This design comes from an exercise in tuning for a short achievable clock period and few clock cycles on the open sky130 flow, not from production work.
Only simulation tests tie the RTL to the original design; equivalence was not proved.
Power and IR drop assume default switching activity.

== main ==
Design core_top, start of the top module:
module core_top (
    input  logic        clk,
    input  logic        rst_n,
    input  logic        imem_ack_i,
    input  logic [31:0] imem_instr_i,
    input  logic        retire_ready_i,
    output logic        imem_req_o,
    output logic [31:0] imem_addr_o,
    output logic        retire_valid_o,
    output logic [31:0] retire_pc_o,
    output logic [4:0]  retire_rd_o,
    output logic [31:0] retire_data_o
);
Settings: LEC_CHECK=0, ABC_CLOCK_PERIOD_IN_PS=3000, CAP_MARGIN=20, CORE_MARGIN=2, CORE_UTILIZATION=50, PLACE_DENSITY=0.62, SLEW_MARGIN=20; clock period 10.0 ns.
standard.sh (not shown) runs the stock make flow with config.mk's settings and CLKGATE_MAP_FILE= SYNTH_SCRIPT=/design/flow/synth_recipe.tcl, a recipe that flattens the netlist after the stock synthesis.
==> flow/flow/run.sh <==
#!/bin/bash
set -euo pipefail
bash standard.sh SETUP_SLACK_MARGIN=7.3 finish > standard_flow.log 2>&1
Testbench counts of main, summed over its fixed seeds: cycles 32,356.
Input changes introduced in the feature branch (baseline for comparison: main):
# main
export LEC_CHECK = 0
export ABC_CLOCK_PERIOD_IN_PS = 3000
export CAP_MARGIN = 20
export CORE_MARGIN = 2
export CORE_UTILIZATION = 50
export PLACE_DENSITY = 0.62
export SLEW_MARGIN = 20
create_clock -name core_clock -period 10.0 [get_ports {clk}]
# the feature branch
export LEC_CHECK = 0
export ABC_CLOCK_PERIOD_IN_PS = 3500
export CAP_MARGIN = 20
export CORE_MARGIN = 2
export CORE_UTILIZATION = 52
export PLACE_DENSITY = 0.65
export SLEW_MARGIN = 20
create_clock -name core_clock -period 10.0 [get_ports {clk}]
==> flow/flow/run.sh <==
#!/bin/bash
set -euo pipefail
bash standard.sh SETUP_SLACK_MARGIN=6.8 finish > standard_flow.log 2>&1
Number of CTS-inserted buffers was lower in the run labelled the feature branch.
Note that the first-pass GRT wire length recorded for the feature branch amounts to 0.929 times the value seen in main.
The post-route core utilization of the feature branch falls short of that of main by 1.2 points.
The feature branch vs main on slack of the critical path: the feature branch is the higher one.
Of the two values seen for classification of the worst setup path, reg -> reg was produced by main and in -> reg by the feature branch.
Going from main to the feature branch, global-route track usage on met1 lost 2.1 points, actual slew at the worst max-slew pin picked up an extra 0.15 ns, part of the power in the clock network picked up an extra 0.2 points.
The feature branch reports a lower non-filler instance count after layout than main does.
The via count of the feature branch falls short of that of main by 4,510.
Compared main against the feature branch; post-synthesis sequential area ratio within noise.


## v17
Another version of the RTL of core_top (not shown whole).
Size in the first run: roughly 3300 flip-flops, about 140 I/O pins, roughly 140000 µm² of cells after synthesis.
==> flow/design.v (excerpt) <==
module core_top (
    input  logic        clk,
    input  logic        rst_n,
    input  logic        imem_ack_i,
    input  logic [31:0] imem_instr_i,
    input  logic        retire_ready_i,
    output logic        imem_req_o,
    output logic [31:0] imem_addr_o,
    output logic        retire_valid_o,
    output logic [31:0] retire_pc_o,
    output logic [4:0]  retire_rd_o,
    output logic [31:0] retire_data_o
);
export LEC_CHECK = 0
export ABC_CLOCK_PERIOD_IN_PS = 3500
export CAP_MARGIN = 20
export CORE_MARGIN = 2
export CORE_UTILIZATION = 46
export PLACE_DENSITY = 0.6
export SLEW_MARGIN = 20
create_clock -name core_clock -period 10.0 [get_ports {clk}]
==> flow/flow/run.sh <==
#!/bin/bash
set -euo pipefail
bash standard.sh SETUP_SLACK_MARGIN=6.8 finish > standard_flow.log 2>&1
Testbench counts of v17, summed over its fixed seeds: cycles 32,624.
> inputs changed (v17 -> v28)
Settings: changing PLACE_DENSITY from 0.6 to 0.68; changing CORE_UTILIZATION from 46 to 55.
Findings:
| number of signal-net buffers in the layout | v28 vs v17 | 29 lower |. Summary of v28 over v17: via count went up; area growth from synthesis to layout decreased 0.90 points; clock period minus worst slack moved down; cell depth of the worst setup path went down. In terms of relative area of clock buffers and inverters in the final design, v17 and v28 differ only marginally. Taking v28 over v17, the chip width ratio works out to 0.915.
> inputs changed (v28 -> v13)
Settings: swapping 55 for 52 in CORE_UTILIZATION; swapping 0.68 for 0.65 in PLACE_DENSITY.
[summary]
Fraction of area in multi-input gates essentially unchanged between v28 and v13.
Taking v28 as the reference, in v13 final sequential cell count barely changed, via count now sits lower.
Summary of v13 over v28: sequential share of layout area decreased by 0.17 points relative to the old numbers; post-route core utilization decreased by 3.3 points relative to the old numbers.


north:
core_top, a different RTL version from the one above (not shown whole).
Size in the first run: about 10000 cells after synthesis, roughly 3300 flip-flops, ~140 I/O pins, ~140000 um^2 of cells after synthesis.
clock: 10.0 ns
lec_check: 0
abc_clock_period_in_ps: 3500
cap_margin: 20
core_margin: 2
core_utilization: 52
place_density: 0.65
slew_margin: 20
Scripts as last shown in full above: flow/flow/run.sh
Testbench counts of north, summed over its fixed seeds: cycles 32,637.
#### Input delta (south over north)
- CORE_UTILIZATION changed from 52 to 46
- PLACE_DENSITY changed from 0.65 to 0.6
--- outcome ---
Taking north as the reference, in south post-route fraction of the period consumed by the critical path rose 0.26 points; count of nets after finishing rose 0.34%; total die area rose about 13%. Diff north -> south | pin count of the biggest net entering global routing | decrease of 9. [compare] base=north new=south: global-route met3 utilization went down; layout overhead on the synthesized area went up; setup slack went down; post-route non-filler standard cell count went up; worst hold slack went up.

re-timing with driven ports:
No port has a modelled driver above. Below, the same layouts with a new extraction and two added sets of constraints.
Step 1 sets driving cells, clkbuf_16 on the clock port and buf_2 on the other inputs (assumed; they add their load-dependent delay and slew).
Step 2 adds t to the input delays and takes it off the output delays; t is the mean of the earliest and latest rising clock arrival at the registers after step 1. Input paths then give back, and output paths get back, about the clock's delay inside the block.
Three values: no drivers, after step 1, after step 2; two values: the first two.
| run | t, ns | setup WS [ns] | latest minus earliest clock arrival (ns) |
|---|---|---|---|
| main | 1.080 | 6.105 / 6.105 / 5.146 | 0.124 / 0.124 |
| the feature branch | 1.039 | 6.221 / 6.272 / 5.233 | 0.114 / 0.114 |
| v17 | 1.013 | 6.290 / 6.352 / 5.339 | 0.138 / 0.138 |
| v28 | 0.978 | 6.387 / 6.314 / 5.335 | 0.085 / 0.085 |
| v13 | 1.025 | 6.392 / 6.360 / 5.335 | 0.103 / 0.102 |
| north | 1.046 | 6.345 / 6.240 / 5.194 | 0.080 / 0.080 |
| south | 1.038 | 6.319 / 6.304 / 5.267 | 0.063 / 0.063 |
After both steps every run listed still meets setup and hold. For north, which loses most, drivers alone change the setup slack by -0.105 ns; drivers and shift together by -1.151 ns.
